This is an optimization exercise on Yosys and OpenROAD, whose aim is small area and a short achievable clock period, not a production implementation. The RTL was checked by simulation tests, not by an equivalence proof against the original design. No activity file was given, so power comes from the tool's default toggle rates.

**standard.sh**
```bash
#!/bin/bash
# synth_recipe.tcl (not shown) runs the flow's synth.tcl, then flattens the netlist and writes it again
# the make line also repeats each setting of config.mk as NAME=value (left out here)
make -C /OpenROAD-flow-scripts/flow DESIGN_CONFIG=/design/flow/config.mk WORK_HOME=/design/flow/orfs CLKGATE_MAP_FILE= SYNTH_SCRIPT=/design/flow/synth_recipe.tcl "${@:-finish}"
```
**flow/run.sh**
```bash
#!/bin/bash
# Layout flow: the standard ORFS flow (standard.sh) with three changes:
# - the port buffers are a plain buffer instead of the delay buffer that
#   buffer_ports picks by itself;
# - repair_timing may resize across cell footprints;
# - clock tree synthesis adds no dummy loads and clusters up to 30 sinks per
#   leaf buffer.
# The make output goes to flow_make.log here; ORFS keeps each step's log under
# orfs/logs/.
set -euo pipefail
bash standard.sh \
    "BUFFER_PORTS_ARGS=-buffer_cell sky130_fd_sc_hd__buf_4" \
    "MATCH_CELL_FOOTPRINT=0" \
    "CTS_ARGS=-sink_clustering_enable -repair_clock_nets -dont_use_dummy_load -sink_clustering_size 30 -sink_clustering_max_diameter 60" \
    finish > flow_make.log 2>&1
```
**design.v**
```verilog
module mem_responder #(
    parameter int DATA_W      = 8,
    parameter int ADDR_W      = 8,
    parameter int WAIT_CYCLES = 1
) (
    input  logic              clk,
    input  logic              rst,
    input  logic              MemRead,
    input  logic              MemWrite,
    input  logic [ADDR_W-1:0] Addr,
    input  logic [DATA_W-1:0] WriteData,
    output logic [DATA_W-1:0] ReadData,
    output logic              Ready,
    output logic              Busy,
    output logic              Err,
    output logic [DATA_W-1:0] IOOut
);
    localparam int RL    = 2;                   
    localparam int RLEN  = 1 << RL;             
    localparam int MB    = (ADDR_W - RL) / 2;   
    localparam int HB    = ADDR_W - RL - MB;    
    localparam int NM    = 1 << MB;
    localparam int NH    = 1 << HB;
    localparam int NRING = NH * NM;
    localparam int NTAP  = RLEN / 2;            
    localparam int NWL   = NRING * NTAP;
    localparam int NGRP  = 16;                  
    localparam int GSIZE = NWL / NGRP;
    localparam int NSEL = (1 << (ADDR_W - 2 - (ADDR_W - 2) / 2)) + (1 << ((ADDR_W - 2) / 2)) + 2;
    logic r_busy, r_busyOut, r_wait, r_access, r_done, r_err;
    logic [NSEL-1:0] r_sel;
    logic w_accept, w_illegal;
    assign w_accept  = !r_busy && (MemRead ^ MemWrite);
    assign w_illegal = !r_busy && MemRead && MemWrite;
    always_ff @(posedge clk) begin
        if (rst) begin
            r_busy    <= 1'b0;
            r_busyOut <= 1'b0;
            r_sel     <= '0;
            r_wait    <= 1'b0;
            r_access  <= 1'b0;
            r_done    <= 1'b0;
            r_err     <= 1'b0;
        end else begin
            r_busy    <= (!r_busy && (MemRead || MemWrite)) || r_wait || r_access;
            r_busyOut <= w_accept || w_illegal || r_wait || r_access;
            for (int k = 0; k < NSEL; k++)
                r_sel[k] <= (!(k == 0 ? r_busyOut : r_sel[k-1]) && (MemRead || MemWrite)) || r_wait || r_access;
            r_wait    <= w_accept;
            r_access  <= r_wait;
            r_done    <= r_access;
            r_err     <= w_illegal;
        end
    end
    logic [RL:0]   r_cnt;
    logic [RL-1:0] w_phase;
    always_ff @(posedge clk) begin
        r_cnt <= r_cnt + 1'b1;
    end
    assign w_phase = r_cnt[RL-1:0];
    logic [NH-1:0]     w_hiIn;
    logic [NM-1:0]     w_midIn;
    logic [NTAP-1:0]   w_tapIn;       
    logic [NTAP-1:0]   w_tapNext;     
    logic [RL-1:0]     w_slotNext;
    logic [RLEN-1:0]   r_lsel [NTAP];  
    always_ff @(posedge clk) begin
        for (int i = 0; i < NTAP; i++)
            for (int l = 0; l < RLEN; l++)
                r_lsel[i][l] <= (RL'(l + w_phase + 1'b1) == RL'(2 * i + 1));
    end
    assign w_slotNext = RL'(Addr[RL-1:0] + w_phase + 1'b1);
    for (genvar i = 0; i < NH; i++) begin : g_hiIn
        assign w_hiIn[i] = (Addr[ADDR_W-1:ADDR_W-HB] == HB'(i));
    end
    for (genvar i = 0; i < NM; i++) begin : g_midIn
        assign w_midIn[i] = (Addr[RL+MB-1:RL] == MB'(i));
    end
    for (genvar i = 0; i < NTAP; i++) begin : g_tapIn
        assign w_tapIn[i]   = r_lsel[i][Addr[RL-1:0]];
        assign w_tapNext[i] = (w_slotNext == RL'(2 * i + 1));
    end
    logic              r_isWrite;
    logic              r_isIo;
    logic [NH-1:0]     r_hi;
    logic [NM-1:0]     r_mid;
    logic [RL-1:0]     r_lo;
    logic [DATA_W-1:0] r_wdata;
    logic [NTAP-1:0]   r_tapW;        
    always_ff @(posedge clk) begin
        if (!r_busy) begin
            r_isWrite <= MemWrite;
            r_isIo    <= &Addr;
            r_hi      <= w_hiIn;
            r_mid     <= w_midIn;
            r_lo      <= Addr[RL-1:0];
            r_wdata   <= WriteData;
        end
        r_tapW <= w_tapNext;
    end
    logic              w_load;
    logic [NH-1:0]     r_wbHi;
    logic [NM-1:0]     r_wbMid;
    logic [RL-1:0]     r_wbLo;
    logic [DATA_W-1:0] r_wbData;
    logic [RL:0]       w_wbVNext;
    logic              r_wbMatch;     
    logic              r_wbMatchB;    
    logic              r_wbFlip;      
    assign w_load    = r_access && r_isWrite && !rst && !r_isIo;
    assign w_wbVNext = (RL + 1)'((w_load ? r_lo : r_wbLo) + r_cnt + 1'b1);
    always_ff @(posedge clk) begin
        if (w_load) begin
            r_wbHi   <= r_hi;
            r_wbMid  <= r_mid;
            r_wbLo   <= r_lo;
            r_wbData <= r_wdata;
        end
        r_wbMatch  <= (w_wbVNext[RL-1:0] == RL'(RLEN - 1));
        r_wbMatchB <= (w_wbVNext[RL-1:0] == RL'(RLEN - 1));
        r_wbFlip   <= w_wbVNext[RL];
    end
    logic [DATA_W-1:0] r_ring [NRING][RLEN];
    logic [NRING-1:0]  w_we;
    logic [NRING-1:0]  w_keep;
    logic [DATA_W-1:0] w_wd;
    assign w_wd = r_wbData ^ {DATA_W{r_wbFlip}};
    for (genvar j = 0; j < NRING; j++) begin : g_ring
        assign w_we[j]   = r_wbMatch && r_wbHi[j / NM] && r_wbMid[j % NM];
        assign w_keep[j] = !(r_wbMatchB && r_wbHi[j / NM] && r_wbMid[j % NM]);
        always_ff @(posedge clk) begin
            r_ring[j][0] <= ~((r_ring[j][RLEN-1] & {DATA_W{w_keep[j]}}) | (w_wd & {DATA_W{w_we[j]}}));
            for (int k = 1; k < RLEN; k++) r_ring[j][k] <= r_ring[j][k-1];
        end
    end
    logic [NH-1:0]      w_hiS;
    logic [NM-1:0]      w_midS;
    logic [NTAP-1:0]    w_tapS;
    logic [NWL-1:0]     w_wl;
    logic [NGRP-1:0]    r_part [DATA_W];
    logic [DATA_W-1:0]  w_look;        
    logic [DATA_W-1:0]  r_rdHold;
    logic               r_fwd;
    logic               r_rdPol;
    logic [RL:0]        w_vPrev;
    for (genvar h = 0; h < NH; h++) begin : g_hiS
        assign w_hiS[h] = r_sel[h] ? r_hi[h] : w_hiIn[h];
    end
    for (genvar m = 0; m < NM; m++) begin : g_midS
        assign w_midS[m] = r_sel[NH + m] ? r_mid[m] : w_midIn[m];
    end
    for (genvar i = 0; i < NTAP; i++) begin : g_tapS
        assign w_tapS[i] = r_sel[NH + NM + i] ? r_tapW[i] : w_tapIn[i];
    end
    for (genvar j = 0; j < NRING; j++) begin : g_wl
        for (genvar i = 0; i < NTAP; i++) begin : g_tap
            assign w_wl[j * NTAP + i] = w_hiS[j / NM] && w_midS[j % NM] && w_tapS[i];
        end
    end
    always_ff @(posedge clk) begin
        for (int b = 0; b < DATA_W; b++) begin
            for (int g = 0; g < NGRP; g++) begin
                logic acc;
                acc = 1'b0;
                for (int x = g * GSIZE; x < (g + 1) * GSIZE; x++) begin
                    acc = acc | (w_wl[x] && r_ring[x / NTAP][2 * (x % NTAP) + 1][b]);
                end
                r_part[b][g] <= acc;
            end
        end
    end
    always_comb begin
        for (int b = 0; b < DATA_W; b++) w_look[b] = |r_part[b];
    end
    assign w_vPrev = (RL + 1)'(r_lo + r_cnt - 1'b1);
    always_ff @(posedge clk) begin
        r_rdHold <= w_look;
        r_fwd    <= (r_hi == r_wbHi) && (r_mid == r_wbMid) && (r_lo == r_wbLo);
        r_rdPol  <= w_vPrev[RL];
    end
    logic [DATA_W-1:0] r_ioOut;
    always_ff @(posedge clk) begin
        if (rst) begin
            r_ioOut <= '0;
        end else if (r_access && r_isWrite && r_isIo) begin
            r_ioOut <= r_wdata;
        end
    end
    assign IOOut = r_ioOut;
    logic [DATA_W-1:0] r_readData;
    always_ff @(posedge clk) begin
        if (rst) begin
            r_readData <= '0;
        end else if (r_access && !r_isWrite) begin
            r_readData <= r_isIo ? r_ioOut : (r_fwd ? r_wbData : (r_rdHold | w_look) ^ {DATA_W{r_rdPol}});
        end
    end
    assign ReadData = r_readData;
    assign Ready    = r_done;
    assign Busy     = r_busyOut;
    assign Err      = r_err;
endmodule
```
**config.mk**
```make
export PLATFORM = sky130hd
export DESIGN_NAME = mem_responder
export DESIGN_NICKNAME = mem_responder
export VERILOG_FILES = /design/flow/design.v
export SDC_FILE = /design/flow/constraint.sdc
export NUM_CORES = 4
export LEC_CHECK = 0
export CAP_MARGIN = 10
export CORE_MARGIN = 2
export CORE_UTILIZATION = 68
export SETUP_SLACK_MARGIN = 1.6
export SLEW_MARGIN = 10
```
**constraint.sdc**
```tcl
create_clock -name core_clock -period 3.6 [get_ports {clk}]
set_input_delay 0.7200 -clock core_clock [delete_from_list [all_inputs] [get_ports {clk}]]
set_output_delay 0.7200 -clock core_clock [all_outputs]
set_load 0.01 [all_outputs]
```
==> results of run 1 <==
==> metrics by stage <==
stage	setup slack (ps)	util, %
detailed placement	747.3	70.99
global placement	798.0	70.99
floorplan	826.0	-
finish	1369	76.86
CTS	1541	75.62
global route	1313	76.86
==> layout make-up <==
class | count | area share (%)
Sequential cell | 2291 | 68.43
Multi-Input combinational cell | 2231 | 21.27
Clock buffer | 116 | 4.280
Timing Repair Buffer | 249 | 3.780
Tap cell | 1165 | 2.149
Inverter | 16 | 0.08855
==> placed cells by master, fill, tap and decap left out, types with 16 or more instances in the layout <==
master	instances
o22ai_1	31
nor2_1	551
clkbuf_16	123
o221ai_1	16
or2_4	16
nand2_2	29
dfxtp_1	2224
buf_12	38
nor3_1	20
buf_4	190
edfxtp_1	52
nand2_1	113
inv_1	16
a22o_1	98
nor4_2	18
nand3_1	29
or2_2	24
a221oi_1	19
a21oi_2	24
a21oi_1	571
a221oi_2	50
a22oi_1	153
a222oi_1	91
o21ai_0	28
xor2_1	16
a211o_1	21
a32oi_1	17
==> critical path: cells and delay by family (launching register included) <==
| family | cells | cell delay (ps) |
|---|---|---|
| AND/OR/NAND/NOR | 2 | 1180 |
| flip-flops | 1 | 490 |
| AO/OA/AOI/OAI | 1 | 440 |
==> power groups by stage <==
stage | clock, mW | combinational (mW) | sequential, mW
2_1_floorplan | 0 | 3.44 | 36.4
3_3_place_gp | 0 | 5.05 | 37.4
3_5_place_dp | 0 | 5.15 | 37.7
4_1_cts | 13.2 | 5.58 | 37.3
5_1_grt | 14.1 | 6.28 | 38.1
6_report | 13.1 | 5.95 | 37.4
==> registers in the layout (all words and copies together), names as in the netlist, 3 cells and up <==
signal	flops
r_cnt	3
r_hi	8
r_ioOut	8
r_lsel	4
r_mid	8
r_part	128
r_rdHold	8
r_readData	8
r_ring	2048
r_sel	18
r_wbData	8
r_wbHi	8
r_wbMid	8
r_wdata	8
==> kinds of logic (layout without fill, tap and decap cells) <==
group | Yosys count | after routing
buffers and inverters | 295 | 381
AOI/OAI and AO/OA | 1228 | 1241
DFF | 2291 | 2291
adders and majority gates | 9 | 9
muxes | 15 | 15
and+or+nand+nor | 923 | 934
xor gates and xnor gates | 32 | 32
==> worst max-delay path by stage <==
stage	startpoint	slack (ps)	endpoint	cells after the start
2_1_floorplan	rst	830	r_wbMatch$_DFF_P_	7
3_3_place_gp	Addr[3]	800	r_part[1][11]$_DFF_P_	7
3_5_place_dp	Addr[4]	750	r_part[2][8]$_DFF_P_	7
4_1_cts	r_mid[3]$_DFFE_PN_	1540	r_part[2][8]$_DFF_P_	6
5_1_grt	r_wbMatch$_DFF_P_	1310	r_ring[100][7]$_DFF_P_	3
6_report	r_wbMatch$_DFF_P_	1370	r_ring[100][7]$_DFF_P_	3
==> timing repair <==
item | CTS | global route
gates cloned | 16 | 15
endpoints found under the setup margin | 462 | 297
endpoints found under the hold margin | 0 | 0
pin swaps | 19 | 47
gates resized for setup | 87 | 96
setup buffers | 68 | 52
==> metal layers <==
layer | part of all wire, % | routed length (um)
met5 | 0.0094 | 15
met4 | 5.9 | 9384
met3 | 8.0 | 12730
met2 | 44 | 70410
met1 | 42 | 67080
==> impl_metrics.tcl, run 1 <==
set metrics [dict create \
    avgViaCountPerCell 6.106 \
    first_iter_violations 4628 \
    num_rows 109 \
    clk_pin_slew_ps 80 \
    r2r.worst_path.cells 3 \
    dieArea_um2 91320 \
    placed_cell_area_um2 62640 \
    min-delay-start "WriteData[6]" \
    cts_tree "yes" \
    hp-class "input pin to flop" \
    grt_pass1_wl_um 224800 \
    fin_crit_ps 2231 \
    path_class "flop to flop" \
    crit_required_ps 4180 \
    fp.dieH_um 302.2 \
    gp_congestion 0.8888 \
    h-tree-depth 3 \
    ir_drop_mv 0.6105 \
    p_per_area_nw_per_um2 833.1 \
    switching_share_pct 26.04 \
    fin_crit_sh_pct 61.96 \
    drc 0 \
    grt_overflow 0 \
    grt_max_degree 65 \
    cts_buffers 116 \
    avgSynthCellArea_um2 12.61 \
    clk_path_buf_depth 3 \
    rsz0062_at_grt "yes" \
    yosys_most_used_dff "dfxtp_1" \
    cpPeakStageDelay_ps 610 \
    seq_area_frac_synth_pct 76.72 \
    seq_area_um2 46410 \
    reg2reg_to "r_ring[100][7]$_DFF_P_" \
    antenna_cells 0 \
    hold_violations 0 \
    grt_pass1_vias 35160 \
    n_fill_cell 5557 \
    drive_gt1_share_pct 13.44 \
    multi_input_area_um2 14430 \
    initial_utilization_pct 68.52 \
    synth_edf_count 52 \
    stdcell_area_um2 67820 \
    synth_mux_area_share_pct 0.2607 \
    met3_usage_pct 5.336 \
    leakagePower_nw 26.98 \
    dpl.cell_count 5801 \
    yosys.area_share.simple_pct 6.684 \
    areaGrowthSynthToFinish_pct 12.18 \
    finalNonFillerCells 6068 \
    synth_fp_nets 4822 \
    relSlewSlack_pct 23.83 \
    critPathLaunchType "flop" \
    yosysMostFrequentCell "dfxtp_1" \
    syn_area_um2 60460 \
    ys_warn_count 4 \
    p_comb_share_pct 10.5 \
    io_pins 39 \
    cts.sinks 2291 \
    yosysTopAreaCellShare_pct 74.13 \
    status "timing/DRC/antenna clean" \
    synthTopCellsByCount "dfxtp_1 (2239), a21oi_1 (595), nor2_1 (555)" \
    holdPathEnd "r_wdata[6]$_DFFE_PN_" \
    finalSetupViolCount 0 \
    post-synth-top-area-cell "dfxtp_1" \
    wl_per_cell_um 26.30 \
    path_cells "and2_1 > nand2_1 > a21oi_1" \
    clock_latency_ps 740 \
    r2r_setup_slack_ps 1370 \
    cts_hold_buffers 0 \
    core_area_um2 88240 \
    synth_compound_area_share_pct 13.61 \
    cp_max_fo 16 \
    fmax_mhz 448.3 \
    intPower_mw 41.79 \
    dieWidth_um 302.2 \
    crit_path_end_kind "flop" \
    nets 4934 \
    r2r_start "r_wbMatch$_DFF_P_" \
    grt_usage_pct 33.36 \
    tns_ps 0 \
    antenna_found_initial 2 \
    synthAdderAreaFrac_pct 0.1987 \
    cts-root-buf "clkbuf_16" \
    synth_area_leaders "dfxtp_1 (74%), a21oi_1 (4.9%), nor2_1 (3.4%), edfxtp_1 (2.6%), a22oi_1 (2.1%)" \
    holdWs_ps 200.7 \
    drtPass1Iterations 8 \
    portBuffers 38 \
    wl_um 159600 \
    grt.busiest_layer "met2" \
    maxCapViolations 0 \
    cp.arrival_ps 2810 \
    async_flop_share_pct 0 \
    slew_viol_final 0 \
    synth_top_family_by_area "compound AO/OA/AOI/OAI gates" \
    synth-seq-cells 2291 \
    hpwl_um 90400 \
    synth_cells 4793 \
    seqPwrFrac_pct 66.3 \
    total_power_mw 56.51 \
    slowest_stage "and2_1" \
    synthXorXnorAreaFrac_pct 0.4635 \
    switchingPower_mw 14.72 \
    hold_depth 1 \
    grt_util_met2_pct 51.61 \
    gr-usage-met1_pct 46.09 \
    detail-route-antenna-nets 0 \
    pwr-share-clk_pct 23.2 \
    fin_skew_ps 59.74 \
    tightest_slew_ps 1142 \
    vias 37050 \
    synth.distinct_cells 73 \
]
==> run 2, diff against run 1 <==
--- a/design.v
+++ b/design.v
@@ -25,5 +25,5 @@
     localparam int NTAP  = RLEN / 2;            
     localparam int NWL   = NRING * NTAP;
-    localparam int NGRP  = 16;                  
+    localparam int NGRP  = 8;                   
     localparam int GSIZE = NWL / NGRP;
     localparam int NSEL = (1 << (ADDR_W - 2 - (ADDR_W - 2) / 2)) + (1 << ((ADDR_W - 2) / 2)) + 2;
--- a/config.mk
+++ b/config.mk
@@ -6,7 +6,7 @@
 export NUM_CORES = 4
 export LEC_CHECK = 0
-export CAP_MARGIN = 10
+export CAP_MARGIN = 0
 export CORE_MARGIN = 2
 export CORE_UTILIZATION = 68
 export SETUP_SLACK_MARGIN = 1.6
-export SLEW_MARGIN = 10
+export SLEW_MARGIN = 0
==> run 2 against run 1 <==
Still clean. Via count decreased by 3.6%. Critical path depth increased by 2. First-iteration DRC count fell by 17%. Synthesized cell count is 3.8% lower. Clock power is 4% lower. Sequential cell count decreased by 64. Global-route usage about the same. Sequential power decreased by 1%. Area after synthesis down 3.4%. Combinational power grew 2%. Highest routed layer unchanged.
==> impl_metrics.tcl, run 2 <==
set metrics [dict create \
    ys_warn_count 4 \
    num_rows 107 \
    ir_drop_mv 0.6379 \
    hold_violations 0 \
    initial_utilization_pct 68.60 \
    synth_cells 4612 \
    first_iter_violations 3829 \
    maxCapViolations 0 \
    grt_pass1_wl_um 219900 \
    clock_latency_ps 720 \
    cts_tree "yes" \
    intPower_mw 40.95 \
    fin_crit_ps 2103 \
    antenna_found_initial 5 \
    synth_fp_nets 4641 \
    nets 4772 \
    cp.arrival_ps 2650 \
    dieWidth_um 297.1 \
    grt_pass1_vias 34370 \
    cts-root-buf "clkbuf_16" \
    avgSynthCellArea_um2 12.67 \
    reg2reg_to "r_part[4][6]$_DFF_P_" \
    hp-class "input pin to flop" \
    p_per_area_nw_per_um2 841.4 \
    drive_gt1_share_pct 13.71 \
    drc 0 \
    switchingPower_mw 14.63 \
    cts_hold_buffers 0 \
    maxUsedRoutingLayer "met5" \
    grt_overflow 0 \
    largest_reg_flops 2048 \
    syn_area_um2 58410 \
    dieArea_um2 88260 \
    final_common_cell "dfxtp_1" \
    io_pins 39 \
    avgViaCountPerCell 6.064 \
    final_cell_mix "dfxtp_1 (2165), nor2_1 (551), a21oi_1 (546), a22oi_1 (251), buf_4 (155)" \
    crit_required_ps 4150 \
    wl_per_cell_um 26.31 \
    cts_buffers 111 \
    finalSetupViolCount 0 \
    m1WireLength_um 67430 \
    wl_met2_um 66830 \
    hpwl_um 82300 \
    post-synth-top-area-cell "dfxtp_1" \
    switching_share_pct 26.33 \
    tightest_slew_ps 899.1 \
    clk_pin_slew_ps 80 \
    grt_max_degree 74 \
    p_comb_share_pct 10.9 \
    top_regs "r_ring (2048), r_part (64), r_sel (18)" \
    portBuffers 38 \
    wl_um 154900 \
    r2r_start "r_sel[9]$_SDFF_PP0_" \
    seqPwrFrac_pct 66.3 \
    synth.distinct_cells 66 \
    areaGrowthSynthToFinish_pct 13.09 \
    cts.sinks 2227 \
    slew_viol_final 0 \
    stdcell_area_um2 66060 \
    async_flop_share_pct 0 \
    core_area_um2 85150 \
    synth_area_leaders "dfxtp_1 (75%), a21oi_1 (4.7%), a22oi_1 (4.0%), nor2_1 (3.6%), edfxtp_1 (2.7%)" \
    endpoint "r_part[4][6]$_DFF_P_" \
    yosysTopAreaCellShare_pct 74.54 \
    r2r_setup_slack_ps 1500 \
    seq_area_frac_synth_pct 77.22 \
    synthTopCellsByCount "dfxtp_1 (2175), nor2_1 (554), a21oi_1 (548)" \
    synth_edf_count 52 \
    pwr-share-clk_pct 22.8 \
    status "timing/DRC/antenna clean" \
    cp_max_fo 7 \
    grt_usage_pct 33.37 \
    tns_ps 0 \
    wl_met3_um 14360 \
    relSlewSlack_pct 39.92 \
    vias 35700 \
    r2r.worst_path.cells 5 \
    max_flop_register "r_ring" \
    fmax_mhz 475.5 \
    drtPass1Iterations 6 \
    leakagePower_nw 26.38 \
    rsz0062_at_grt "yes" \
    crit_path_end_kind "flop" \
    gp_congestion 0.8427 \
    placed_cell_area_um2 60560 \
    critPathLaunchType "flop" \
    startpoint "r_sel[9]$_SDFF_PP0_" \
    fin_crit_sh_pct 58.42 \
    yosysMostFrequentCell "dfxtp_1" \
    yosys_most_used_dff "dfxtp_1" \
    fin_skew_ps 74.98 \
    h-tree-depth 3 \
    path_class "flop to flop" \
    synth-seq-cells 2227 \
    utilization_pct 77.58 \
    clk_path_buf_depth 3 \
    fp.dieH_um 297.1 \
    detail-route-antenna-nets 0 \
]
## run 2: cell types whose count changed in the layout (fill, tap and decap cells not counted), moves of 34 or more
cell      before   now
buf_4        190   155
a31oi_1        1    42
a22oi_2       15    58
a222oi_1      91    38
nand3_1       29    63
a22oi_1      153   251
dfxtp_1     2224  2165
## run 2: critical path: stages, from the launching register on
cell and delay, ps:
dfxtp_4 460, mux2_8 440, a22o_1 250, a221oi_2 210
a21oi_1 90, or4_1 520
## run 2: worst min-delay path by stage
stage                                 startpoint                      to  slack, ps  depth (start not counted)
after floorplan           r_ring[100][0]$_DFF_P_  r_ring[101][0]$_DFF_P_        310                          0
after CTS                           WriteData[4]    r_wdata[4]$_DFFE_PN_        180                          1
after global routing                WriteData[0]    r_wdata[0]$_DFFE_PN_        200                          1
after global placement     r_ring[88][2]$_DFF_P_   r_ring[89][2]$_DFF_P_        310                          0
final                               WriteData[4]    r_wdata[4]$_DFFE_PN_        220                          1
after detailed placement  r_ring[186][3]$_DFF_P_  r_ring[187][3]$_DFF_P_        310                          0
## run 2: kinds of logic after synthesis
kind of cell             after synthesis  share of synthesized area, %
AO/OA/AOI/OAI                       1160                         13.13
XOR/XNOR                              32                        0.4798
adder cells (fa/ha/maj)                9                        0.2056
buffers and inverters                270                         2.009
flip-flops                          2227                         77.22
multiplexers                          22                        0.4155
AND/OR/NAND/NOR                      892                         6.548
## run 2: final cells by class
class                      count  area, um2
multi-input combinational   2135      13750
antenna                        2      5.005
sequential                  2227      45130
clock buffer                 111       2778
timing repair buffer         254       2909
fill                        5316      19090
tap                         1144       1431
inverter                      14      52.55
## run 2: per-stage QoR
step	setup slack, ps	total power, mW	instances	hold WS (ps)
final	1497	55.58	5887	216.3
after global placement	740.9	41.89	5608	309.5
after global routing	1437	57.59	5885	196.6
after detailed placement	693.1	42.31	5608	312.1
after floorplan	826.0	39.28	4612	309.6
after CTS	1449	55.06	5832	183.5
## run 2: metal layers
metal / up-vias / track usage (%)
li1: 16220 / -
met5: - / 0
met1: 17510 / 48.17
met2: 1668 / 50.33
met4: 2 / 13.04
met3: 295 / 6.164
## run 2: power groups by stage
stage	clock, mW	sequential (mW)	combinational (mW)
after global routing	13.6	37.6	6.45
after CTS	12.7	36.7	5.67
after floorplan	0	35.7	3.57
after global placement	0	36.8	5.07
after detailed placement	0	37.1	5.17
final	12.6	36.9	6.07
## run 2: what timing repair did
item,CTS,global route
buffers inserted,89,41
hold endpoints to repair,0,0
pin swaps,20,72
resized for setup,101,100
cloned,24,12
setup endpoints to repair,560,163
==> run 3, diff against run 2 <==
==> flow/run.sh (replaced) <==
#!/bin/bash
# Layout flow: the standard ORFS flow (standard.sh) with three changes:
# - the port buffers are a plain buffer instead of the delay buffer that
#   buffer_ports picks by itself;
# - repair_timing may resize across cell footprints;
# - clock tree synthesis adds no dummy loads and clusters up to 32 sinks per
#   leaf buffer.
# The make output goes to flow_make.log here; ORFS keeps each step's log under
# orfs/logs/.
set -euo pipefail
bash standard.sh \
    "BUFFER_PORTS_ARGS=-buffer_cell sky130_fd_sc_hd__buf_4" \
    "MATCH_CELL_FOOTPRINT=0" \
    "CTS_ARGS=-sink_clustering_enable -repair_clock_nets -dont_use_dummy_load -sink_clustering_size 32 -sink_clustering_max_diameter 60" \
    finish > flow_make.log 2>&1
--- a/config.mk
+++ b/config.mk
@@ -6,7 +6,7 @@
 export NUM_CORES = 4
 export LEC_CHECK = 0
-export CAP_MARGIN = 0
+export CAP_MARGIN = 10
 export CORE_MARGIN = 2
-export CORE_UTILIZATION = 68
+export CORE_UTILIZATION = 70
 export SETUP_SLACK_MARGIN = 1.6
-export SLEW_MARGIN = 0
+export SLEW_MARGIN = 10
==> run 3 against run 2 <==
Global-route usage up 2.8 points. Sequential power about the same. Worst setup slack worse by 44 ps. Sequential share of layout area down 0.61 points. Utilization up 3.3 points. Critical endpoint is now r_part[4][7]$_DFF_P_. Largest cell class unchanged.
==> impl_metrics.tcl, run 3 <==
set metrics [dict create \
    path_cells "buf_4 > nor3_4 > mux2_8 > buf_4 > clkbuf_16 > a22oi_1 > nand3_1 > a22oi_1 > o21ai_1" \
    final_cell_mix "dfxtp_1 (2168), nor2_1 (549), a21oi_1 (547), a22oi_1 (243), buf_4 (183)" \
    clk_path_buf_depth 3 \
    fin_crit_ps 2147 \
    nets 4814 \
    wl_per_cell_um 27.98 \
    dieArea_um2 85770 \
    setup_slack_ps 1453 \
    synth-seq-cells 2227 \
    met3_usage_pct 7.626 \
    largest_reg_flops 2048 \
    grt_overflow 0 \
    yosys_most_used_dff "dfxtp_1" \
    fp.dieH_um 292.9 \
    cts.sinks 2227 \
    cp.arrival_ps 2810 \
    grt_usage_pct 36.13 \
    fin_crit_sh_pct 59.63 \
    fin_skew_ps 111.9 \
    synth_compound_area_share_pct 13.13 \
    first_iter_violations 4730 \
    cts_tree "yes" \
    grt.busiest_layer "met2" \
    synthTopCellsByCount "dfxtp_1 (2175), nor2_1 (554), a21oi_1 (548)" \
    synth_edf_count 52 \
    tns_ps 0 \
    hp-class "input pin to flop" \
    vias 37070 \
    leakagePower_nw 26.70 \
    portBuffers 38 \
    synth_fp_nets 4641 \
    rsz0062_at_grt "yes" \
    synth_top_family_by_area "compound AO/OA/AOI/OAI gates" \
    drtPass1Iterations 9 \
    cts-root-buf "clkbuf_16" \
    r2r_start "r_sel[11]$_SDFF_PP0_" \
    synth_cells 4612 \
    maxCapViolations 0 \
    clock_latency_ps 740 \
    post-synth-top-area-cell "dfxtp_1" \
    startpoint "Addr[3]" \
    core_area_um2 82370 \
    drc 0 \
    grt_max_degree 65 \
    ir_drop_mv 0.6833 \
    hold_violations 0 \
    stdcell_area_um2 66660 \
    seq_area_frac_synth_pct 77.22 \
    initial_utilization_pct 70.91 \
    synthXorXnorAreaFrac_pct 0.4798 \
    io_pins 39 \
    final_common_cell "dfxtp_1" \
    grt_pass1_vias 35190 \
    gp_congestion 0.8477 \
    h-tree-depth 3 \
    relSlewSlack_pct 44.60 \
    wl_um 163800 \
    clk_pin_slew_ps 110 \
    areaGrowthSynthToFinish_pct 14.11 \
    yosysTopAreaCellShare_pct 74.54 \
    crit_path_end_kind "flop" \
    cp_max_fo 19 \
    max_flop_register "r_ring" \
    synth_area_leaders "dfxtp_1 (75%), a21oi_1 (4.7%), a22oi_1 (4.0%), nor2_1 (3.6%), edfxtp_1 (2.7%)" \
    cts_hold_buffers 0 \
    yosysMostFrequentCell "dfxtp_1" \
    yosys.area_share.simple_pct 6.548 \
    fmax_mhz 465.9 \
    avgViaCountPerCell 6.331 \
    detail-route-antenna-nets 0 \
    avgSynthCellArea_um2 12.67 \
    grt_util_met2_pct 54.18 \
    slew_viol_final 0 \
    antenna_found_initial 2 \
    top_regs "r_ring (2048), r_part (64), r_sel (18)" \
    synth_mux_area_share_pct 0.4156 \
    cpPeakStageDelay_ps 540 \
    dieWidth_um 292.9 \
    grt_pass1_wl_um 227700 \
    cts_buffers 106 \
    hpwl_um 82910 \
    slowest_stage "nor3_4" \
    synthAdderAreaFrac_pct 0.2056 \
    path_class "input pin to flop" \
    p_per_area_nw_per_um2 838.3 \
    async_flop_share_pct 0 \
    tightest_slew_ps 830.1 \
    critPathLaunchType "input pin" \
    status "timing/DRC/antenna clean" \
    placed_cell_area_um2 60330 \
    syn_area_um2 58410 \
    drive_gt1_share_pct 15.12 \
    num_rows 105 \
    min-delay-start "WriteData[7]" \
    dp_slack_ps 565.1 \
    synth.distinct_cells 66 \
    crit_required_ps 4270 \
    finalSetupViolCount 0 \
    ys_warn_count 4 \
    gr-usage-met1_pct 50.49 \
]
run 3: worst paths after layout:
check                                 to  slack (ps)  cells past startpoint
setup / recovery    r_part[4][7]$_DFF_P_        1450                      9
hold / removal      r_wdata[7]$_DFFE_PN_         210                      1
setup reg to reg    r_part[2][3]$_DFF_P_        1460                      6
hold reg to reg   r_ring[255][6]$_DFF_P_         260                      0
run 3: per-layer routing:
layer  vias up  wire [um]
met2      2085      71580
li1      16290          -
met4         4       8556
met3       436      16950
met5         -        112
met1     18260      66640
run 3: final cells by class:
| class | instances | area, um2 |
|---|---|---|
| diodes | 2 | 5.005 |
| repair buffers | 300 | 3457 |
| well taps | 1070 | 1339 |
| flip-flops and latches | 2227 | 45130 |
| clock buffers | 106 | 2653 |
| multi-input cells | 2136 | 14020 |
| fillers | 4686 | 15720 |
| inverters | 14 | 52.55 |
run 3: cells by family after synthesis:
family	Yosys count
buffers and inverters	270
adders and majority gates	9
xor gates and xnor gates	32
AOI/OAI and AO/OA	1160
muxes	22
and+or+nand+nor	892
DFF	2227
run 3: timing repair:
item,CTS,global route
setup buffers,105,72
pin swaps,38,117
hold endpoints to repair,0,0
gates cloned,30,15
gates resized for setup,148,132
endpoints found under the setup margin,445,218
run 3: critical path: cells and delay by family:
kind / cells / cell delay (ps)
compound gates: 3 / 340
buf+inv: 3 / 610
mux: 1 / 460
simple gates: 2 / 670
run 3: where the power goes:
part	internal, mW	switching, mW	leakage, nW
Sequential	33.1	3.86	18.8
Combinational	2.49	3.96	6.58
Clock	5.24	7.20	1.31
Total	40.9	15.0	26.7
run 3: metrics by stage:
step	util, %	hold WS, ps	std cells	power [mW]
2_1_floorplan	-	309.6	4612	39.28
3_3_place_gp	73.24	309.5	5525	41.87
3_5_place_dp	73.24	312.1	5525	42.34
4_1_cts	78.98	199.2	5766	54.94
5_1_grt	80.91	192.3	5853	57.71
6_report	80.92	213.9	5855	55.88
==> run 4, diff against run 3 <==
--- a/design.v
+++ b/design.v
@@ -25,5 +25,5 @@
     localparam int NTAP  = RLEN / 2;            
     localparam int NWL   = NRING * NTAP;
-    localparam int NGRP  = 8;                   
+    localparam int NGRP  = 16;                  
     localparam int GSIZE = NWL / NGRP;
     localparam int NSEL = (1 << (ADDR_W - 2 - (ADDR_W - 2) / 2)) + (1 << ((ADDR_W - 2) / 2)) + 2;
@@ -140,8 +140,12 @@
     logic [NGRP-1:0]    r_part [DATA_W];
     logic [DATA_W-1:0]  w_look;        
-    logic [DATA_W-1:0]  r_rdHold;
-    logic               r_fwd;
-    logic               r_rdPol;
     logic [RL:0]        w_vPrev;
+    logic               w_fwd;         
+    logic               w_useAlt;      
+    logic [DATA_W-1:0]  w_alt;
+    logic               w_idleHit;     
+    logic [DATA_W-1:0]  r_base;        
+    logic               r_lookEn;      
+    logic               r_lookPol;     
     for (genvar h = 0; h < NH; h++) begin : g_hiS
         assign w_hiS[h] = r_sel[h] ? r_hi[h] : w_hiIn[h];
@@ -173,10 +177,7 @@
         for (int b = 0; b < DATA_W; b++) w_look[b] = |r_part[b];
     end
-    assign w_vPrev = (RL + 1)'(r_lo + r_cnt - 1'b1);
-    always_ff @(posedge clk) begin
-        r_rdHold <= w_look;
-        r_fwd    <= (r_hi == r_wbHi) && (r_mid == r_wbMid) && (r_lo == r_wbLo);
-        r_rdPol  <= w_vPrev[RL];
-    end
+    assign w_vPrev   = (RL + 1)'(r_lo + r_cnt - 1'b1);
+    assign w_idleHit = w_vPrev[0];
+    assign w_fwd     = (r_hi == r_wbHi) && (r_mid == r_wbMid) && (r_lo == r_wbLo);
     logic [DATA_W-1:0] r_ioOut;
     always_ff @(posedge clk) begin
@@ -187,5 +188,18 @@
         end
     end
-    assign IOOut = r_ioOut;
+    assign IOOut    = r_ioOut;
+    assign w_useAlt = r_isIo || w_fwd;
+    assign w_alt    = r_isIo ? r_ioOut : r_wbData;
+    always_ff @(posedge clk) begin
+        if (w_useAlt) begin
+            r_base <= w_alt;
+        end else if (w_idleHit) begin
+            r_base <= w_look ^ {DATA_W{w_vPrev[RL]}};
+        end else begin
+            r_base <= '0;
+        end
+        r_lookEn  <= !w_useAlt && !w_idleHit;
+        r_lookPol <= !w_useAlt && !w_idleHit && w_vPrev[RL];
+    end
     logic [DATA_W-1:0] r_readData;
     always_ff @(posedge clk) begin
@@ -193,5 +207,5 @@
             r_readData <= '0;
         end else if (r_access && !r_isWrite) begin
-            r_readData <= r_isIo ? r_ioOut : (r_fwd ? r_wbData : (r_rdHold | w_look) ^ {DATA_W{r_rdPol}});
+            r_readData <= r_base | ((w_look & {DATA_W{r_lookEn}}) ^ {DATA_W{r_lookPol}});
         end
     end
==> run 4 against run 3 <==
Largest cell class unchanged. Largest power group unchanged. Design area decreased by 0.13%. Non-clock buffer count down 110. Via count decreased by 1.6%. Maximum frequency grew 4.1%. Die area increased by 4.4%. Routed wire length shrank 8.9%. Still clean. Clock skew decreased by 35 ps. Sequential cell count increased by 64. Critical path depth is 5 lower. First-iteration DRC count decreased by 22%. Hold slack worse by 56 ps. Sequential power fell by 18%.
==> impl_metrics.tcl, run 4 <==
set metrics [dict create \
    status "timing/DRC/antenna clean" \
    gp_congestion 0.8637 \
    clock_latency_ps 730 \
    dieWidth_um 299.2 \
    path_cells "nor4_2 > nand4_1 > xnor2_1 > a221o_1" \
    endpoint "r_base[4]$_DFF_P_" \
    slew_viol_final 0 \
    syn_area_um2 61010 \
    cpPeakStageDelay_ps 600 \
    r2r.worst_path.cells 4 \
    fin_crit_ps 2063 \
    finalNonFillerCells 6033 \
    yosysMostFrequentCell "dfxtp_1" \
    synth_area_leaders "dfxtp_1 (73%), a21oi_1 (4.4%), nor2_1 (3.4%), edfxtp_1 (2.6%), a22o_1 (2.2%)" \
    reg2reg_to "r_base[4]$_DFF_P_" \
    cts_buffers 109 \
    yosysTopAreaCellShare_pct 73.47 \
    async_flop_share_pct 0 \
    antenna_found_initial 2 \
    relSlewSlack_pct 45.51 \
    post-synth-top-area-cell "dfxtp_1" \
    avgSynthCellArea_um2 12.56 \
    top_regs "r_ring (2048), r_part (128), r_sel (18)" \
    leakagePower_nw 26.17 \
    synth_edf_count 52 \
    cts-root-buf "clkbuf_16" \
    ys_warn_count 4 \
    path_class "flop to flop" \
    grt_overflow 0 \
    maxCapViolations 0 \
    portBuffers 38 \
    fmax_mhz 484.7 \
    initial_utilization_pct 70.43 \
    rsz0062_at_grt "yes" \
    fin_skew_ps 77.24 \
    seq_area_frac_synth_pct 76.03 \
    wl_um 149300 \
    synth-seq-cells 2291 \
    critPathLaunchType "flop" \
    hpwl_um 89430 \
    startpoint "r_part[4][3]$_DFF_P_" \
    ir_drop_mv 0.5237 \
    drc 0 \
    cp.arrival_ps 2640 \
    clk_pin_slew_ps 110 \
    critPathTopFamily "simple AND/OR/NAND/NOR gates" \
    p_per_area_nw_per_um2 685.7 \
    io_pins 39 \
    drtPass1Iterations 8 \
    cp_max_fo 2 \
    fin_crit_sh_pct 57.31 \
    core_area_um2 86620 \
    avgViaCountPerCell 6.045 \
    dpl.cell_count 5866 \
    synth_cells 4856 \
    hp-class "input pin to flop" \
    areaGrowthSynthToFinish_pct 9.120 \
    num_rows 108 \
    vias 36470 \
    path_buf_inv 0 \
    crit_path_end_kind "flop" \
    first_iter_violations 3693 \
    nets 4909 \
    r2r_setup_slack_ps 1540 \
    critical_path_cell_count 4 \
    slowest_stage "nor4_2" \
    drive_gt1_share_pct 10.11 \
    cts_hold_buffers 0 \
    r2r_start "r_part[4][3]$_DFF_P_" \
    h-tree-depth 3 \
    detail-route-antenna-nets 0 \
    grt_usage_pct 32.20 \
    clk_path_buf_depth 3 \
    grt_pass1_wl_um 217600 \
    dieArea_um2 89530 \
    fp.dieH_um 299.2 \
    tightest_slew_ps 817.3 \
    synth.distinct_cells 68 \
    finalSetupViolCount 0 \
    synthTopCellsByCount "dfxtp_1 (2239), nor2_1 (552), a21oi_1 (539)" \
    yosys_most_used_dff "dfxtp_1" \
    final_common_cell "dfxtp_1" \
    synth_fp_nets 4886 \
    final_cell_mix "dfxtp_1 (2228), nor2_1 (546), a21oi_1 (535), buf_4 (160), a22o_1 (150)" \
    grt_pass1_vias 35240 \
    cts_tree "yes" \
    tns_ps 0 \
    grt_max_degree 73 \
    crit_required_ps 4180 \
    cts.sinks 2291 \
    wl_per_cell_um 24.75 \
    hold_violations 0 \
    max_flop_register "r_ring" \
    largest_reg_flops 2048 \
]
==> run 4: cell types whose count changed after synthesis, moves of 42 or more <==
cell,before,now
a221oi_1,66,0
a22oi_1,309,131
a22o_1,93,150
dfxtp_1,2175,2239
nand2_1,130,172
a31oi_1,42,0
a32oi_1,3,129
==> run 4: stage by stage <==
| stage | total power, mW | setup WS, ps | util, % | hold WS (ps) | cell area (um2) |
|---|---|---|---|---|---|
| after floorplan | 31.95 | 1039 | - | 309.6 | 61470 |
| after global placement | 32.99 | 867.0 | 72.41 | 309.5 | 62720 |
| after detailed placement | 33.19 | 801.1 | 72.41 | 312.1 | 62720 |
| after CTS | 45.55 | 1427 | 76.24 | 122.1 | 66030 |
| after global routing | 47.13 | 1456 | 76.86 | 125.8 | 66570 |
| final | 45.65 | 1537 | 76.86 | 157.5 | 66570 |
==> run 4: how the worst min path moves through the flow <==
stage	cells past startpoint	to	startpoint
finish	1	r_wdata[2]$_DFFE_PN_	WriteData[2]
global route	1	r_wdata[2]$_DFFE_PN_	WriteData[2]
CTS	1	r_wdata[6]$_DFFE_PN_	WriteData[6]
detailed placement	0	r_ring[105][2]$_DFF_P_	r_ring[104][2]$_DFF_P_
global placement	0	r_ring[145][7]$_DFF_P_	r_ring[144][7]$_DFF_P_
floorplan	0	r_ring[101][0]$_DFF_P_	r_ring[100][0]$_DFF_P_
==> run 4: worst reg2reg max path: stages (launching register included) <==
cell	delay (ps)
dfxtp_1	410
nor4_2	600
nand4_1	370
xnor2_1	230
a221o_1	340
==> run 4: layout make-up <==
class / count / area (um2)
Timing Repair Buffer: 190 / 1748
Inverter: 20 / 75.07
Fill cell: 5368 / 20050
Sequential cell: 2291 / 46400
Tap cell: 1155 / 1445
Antenna cell: 1 / 2.502
Multi-Input combinational cell: 2267 / 14170
Clock buffer: 109 / 2728
==> run 4: what timing repair did <==
action                                  in CTS  in global routing
pin swaps                                   18                 24
resized for setup                           70                 65
gates cloned                                 4                  6
buffers inserted                            30                 17
endpoints found under the setup margin     358                313
==> run 4: where the power goes <==
part / switching (mW) / internal, mW
sequential: 1.50 / 28.9
combinational: 1.62 / 0.946
clock: 7.25 / 5.39
total: 10.4 / 35.3
==> run 4: cells by family (layout without fill, tap and decap cells) <==
logic type,count (synthesis),in the layout,share of synthesized area [%]
AOI/OAI and AO/OA,1120,1120,12.53
xor gates and xnor gates,48,49,0.7014
adders and majority gates,10,10,0.2174
buffers and inverters,305,319,2.121
DFF,2291,2291,76.03
muxes,17,20,0.3035
other,0,1,0
and+or+nand+nor,1065,1068,8.097
==> run 4: layer usage <==
| layer | track usage, % | vias to the layer above | routed length (um) |
|---|---|---|---|
| li1 | - | 16880 | - |
| met1 | 45.08 | 17920 | 65180 |
| met2 | 50.48 | 1373 | 67260 |
| met3 | 5.291 | 302 | 10360 |
| met4 | 13.10 | 2 | 6479 |
| met5 | 0 | - | 14 |
==> run 5, diff against run 4 <==
==> flow/run.sh (replaced) <==
#!/bin/bash
# Layout flow: the standard ORFS flow (standard.sh) with three changes:
# - the port buffers are a plain buffer instead of the delay buffer that
#   buffer_ports picks by itself;
# - repair_timing may resize across cell footprints;
# - clock tree synthesis adds no dummy loads and clusters up to 30 sinks per
#   leaf buffer.
# The make output goes to flow_make.log here; ORFS keeps each step's log under
# orfs/logs/.
set -euo pipefail
bash standard.sh \
    "BUFFER_PORTS_ARGS=-buffer_cell sky130_fd_sc_hd__buf_4" \
    "MATCH_CELL_FOOTPRINT=0" \
    "CTS_ARGS=-sink_clustering_enable -repair_clock_nets -dont_use_dummy_load -sink_clustering_size 30 -sink_clustering_max_diameter 60" \
    finish > flow_make.log 2>&1
--- a/config.mk
+++ b/config.mk
@@ -8,5 +8,5 @@
 export CAP_MARGIN = 10
 export CORE_MARGIN = 2
-export CORE_UTILIZATION = 70
+export CORE_UTILIZATION = 68
 export SETUP_SLACK_MARGIN = 1.6
 export SLEW_MARGIN = 10
==> run 5 against run 4 <==
Largest cell class unchanged. Combinational power about the same. Critical path type unchanged. Area after synthesis unchanged. Utilization down 1.5 points. Still clean. Routed wire length down 0.28%. Register-to-register slack about the same. Non-clock buffer count up 8. Worst setup slack worse by 5.9 ps. Sequential power about the same. Largest power group unchanged. Hold slack better by 19 ps.
==> impl_metrics.tcl, run 5 <==
set metrics [dict create \
    dpl.cell_count 5882 \
    path_buf_inv 0 \
    fin_crit_sh_pct 57.47 \
    portBuffers 38 \
    cp_max_fo 16 \
    fin_crit_ps 2069 \
    initial_utilization_pct 68.82 \
    min-delay-start "WriteData[7]" \
    dieArea_um2 92130 \
    r2r_setup_slack_ps 1530 \
    max_flop_register "r_ring" \
    fmax_mhz 483.4 \
    gp_congestion 0.8480 \
    grt_max_degree 103 \
    clock_latency_ps 730 \
    dp_slack_ps 712.4 \
    maxCapViolations 0 \
    met3_usage_pct 4.533 \
    cts.sinks 2291 \
    synth_edf_count 52 \
    grt_usage_pct 31.57 \
    fin_skew_ps 69.21 \
    yosysTopAreaCellShare_pct 73.47 \
    r2r_start "r_wbMatch$_DFF_P_" \
    p_per_area_nw_per_um2 686.0 \
    status "timing/DRC/antenna clean" \
    seqPwrFrac_pct 66.3 \
    areaGrowthSynthToFinish_pct 9.528 \
    seq_area_frac_synth_pct 76.03 \
    core_area_um2 88650 \
    wl_per_cell_um 24.59 \
    cts-root-buf "clkbuf_16" \
    grt_overflow 0 \
    hp-class "input pin to flop" \
    path_cells "and2_1 > nand2_1 > nor2_1 > a21oi_1" \
    tns_ps 0 \
    first_iter_violations 3841 \
    path_class "flop to flop" \
    holdPathEnd "r_wdata[7]$_DFFE_PN_" \
    slowest_stage "dfxtp_1" \
    r2r.worst_path.cells 4 \
    hold_violations 0 \
    ir_drop_mv 0.5897 \
    finalNonFillerCells 6053 \
    final_cell_mix "dfxtp_1 (2234), nor2_1 (547), a21oi_1 (536), buf_4 (157), a22o_1 (150)" \
    drc 0 \
    leakagePower_nw 26.27 \
    grt.busiest_layer "met2" \
    synth_top_family_by_area "compound AO/OA/AOI/OAI gates" \
    clk_path_buf_depth 3 \
    gr-usage-met1_pct 44.24 \
    grt_pass1_wl_um 216900 \
    syn_area_um2 61010 \
    stdcell_area_um2 66820 \
    largest_reg_flops 2048 \
    relSlewSlack_pct 43.06 \
    synth.distinct_cells 68 \
    final_common_cell "dfxtp_1" \
    cts_buffers 113 \
    tightest_slew_ps 854.1 \
    switching_share_pct 22.64 \
    n_fill_cell 5852 \
    cpPeakStageDelay_ps 580 \
    cp.arrival_ps 2660 \
    grt_pass1_vias 34790 \
    yosys_most_used_dff "dfxtp_1" \
    antenna_found_initial 1 \
    synthAdderAreaFrac_pct 0.2174 \
    dieWidth_um 303.5 \
    drtPass1Iterations 6 \
    io_pins 39 \
    reg2reg_to "r_ring[224][0]$_DFF_P_" \
    avgViaCountPerCell 6.019 \
    synth-seq-cells 2291 \
    synth_compound_area_share_pct 12.53 \
    switchingPower_mw 10.38 \
    pwr-share-clk_pct 28.1 \
    synthXorXnorAreaFrac_pct 0.7014 \
    avgSynthCellArea_um2 12.56 \
    yosys.area_share.simple_pct 8.097 \
    total_power_mw 45.84 \
    grt_util_met2_pct 50.47 \
    holdWs_ps 176.0 \
    finalSetupViolCount 0 \
    num_rows 109 \
    detail-route-antenna-nets 0 \
    synth_fp_nets 4886 \
    vias 36430 \
    hold_depth 1 \
    critPathTopFamily "simple AND/OR/NAND/NOR gates" \
    slew_viol_final 0 \
    wl_um 148900 \
    placed_cell_area_um2 62860 \
    critical_path_cell_count 4 \
    synthTopCellsByCount "dfxtp_1 (2239), nor2_1 (552), a21oi_1 (539)" \
    h-tree-depth 3 \
    crit_required_ps 4190 \
    async_flop_share_pct 0 \
    critPathLaunchType "flop" \
    hpwl_um 88070 \
    synth_area_leaders "dfxtp_1 (73%), a21oi_1 (4.4%), nor2_1 (3.4%), edfxtp_1 (2.6%), a22o_1 (2.2%)" \
    drive_gt1_share_pct 10.11 \
    top_regs "r_ring (2048), r_part (128), r_sel (18)" \
    crit_path_end_kind "flop" \
    utilization_pct 75.38 \
    setup_slack_ps 1531 \
    post-synth-top-area-cell "dfxtp_1" \
    clk_pin_slew_ps 100 \
    rsz0062_at_grt "yes" \
    p_comb_share_pct 5.6 \
    synth_cells 4856 \
    intPower_mw 35.46 \
    yosysMostFrequentCell "dfxtp_1" \
    synth_mux_area_share_pct 0.3035 \
    cts_tree "yes" \
    fp.dieH_um 303.5 \
    ys_warn_count 4 \
    nets 4919 \
]
-- run 5: changes by cell type in the layout (fill, tap and decap cells not counted), sizes merged --
cell	previous run	this run
or2	27	25
buf	187	197
clkbuf	112	114
-- run 5: per-layer routing --
metal	up-vias	wire length, um
met5	-	12
met4	2	5437
met3	257	9845
met2	1330	68800
met1	17960	64780
li1	16880	-
-- run 5: worst max path at each step --
stage / endpoint / from
after floorplan: r_wbMatch$_DFF_P_ / rst
after global placement: r_part[0][5]$_DFF_P_ / Addr[0]
after detailed placement: r_part[0][5]$_DFF_P_ / Addr[0]
after CTS: r_ring[152][6]$_DFF_P_ / r_wbMatch$_DFF_P_
after global routing: r_ring[240][5]$_DFF_P_ / r_wbMatch$_DFF_P_
final: r_ring[224][0]$_DFF_P_ / r_wbMatch$_DFF_P_
-- run 5: kinds of logic (layout without fill, tap and decap cells) --
family,after synthesis,in the layout
other,0,1
DFF,2291,2291
xor gates and xnor gates,48,49
adders and majority gates,10,10
muxes,17,20
and+or+nand+nor,1065,1066
AOI/OAI and AO/OA,1120,1120
buffers and inverters,305,331
-- run 5: worst reg2reg max path, stage by stage, from the launching register on --
cell and delay (ps):
dfxtp_1 580, and2_1 560, nand2_1 540, nor2_1 230, a21oi_1 60
-- run 5: repair_timing --
action,CTS,global route
setup endpoints to repair,433,361
hold buffers,0,0
pin swaps,16,16
setup buffers,26,24
gates cloned,3,4
resized for setup,43,75
-- run 5: power groups by stage --
stage | Combinational, mW | Clock, mW | Sequential (mW)
finish | 2.56 | 12.9 | 30.4
global placement | 2.25 | 0 | 30.8
detailed placement | 2.30 | 0 | 30.9
CTS | 2.43 | 13.0 | 30.4
floorplan | 1.60 | 0 | 30.3
global route | 2.73 | 13.9 | 30.7
-- run 5: final cells by class --
cell class	count	area, um2	area share [%]
diodes	1	2.502	0.003745
clock buffers	113	2828	4.232
inverters	20	75.07	0.1123
multi-input cells	2265	14150	21.18
flip-flops and latches	2291	46400	69.43
well taps	1165	1458	2.181
repair buffers	198	1909	2.857

-- separate check: timing with driven ports --
The flow's constraints put no driver on any port. The routed layouts listed below were extracted and timed again, unchanged, in two steps.
Step 1, drivers: a clkbuf_16 drives clk and a buf_2 each remaining input, both assumed.
Step 2 moves the port delays by t, midway between the first and last clock arrival at a register: inputs arrive t later, outputs are due t later. That takes back most of the time a late clock gives input paths.
a / b / c = ideal ports / drivers / drivers and shift; a / b = the first two.
run	t, ns	setup slack, ns	worst register clock-pin slew, ns
run 1	0.789	1.369 / 1.369 / 0.810	0.11 / 0.11
run 2	0.754	1.497 / 1.497 / 0.806	0.11 / 0.11
run 3	0.755	1.453 / 1.458 / 0.751	0.12 / 0.12
run 4	0.766	1.537 / 1.537 / 0.917	0.11 / 0.11
run 5	0.760	1.531 / 1.531 / 0.935	0.11 / 0.11
After both steps setup and hold are still met in every run listed. The setup slack of run 3, which loses most, moves by +0.005 ns with the drivers and by -0.702 ns with both steps.
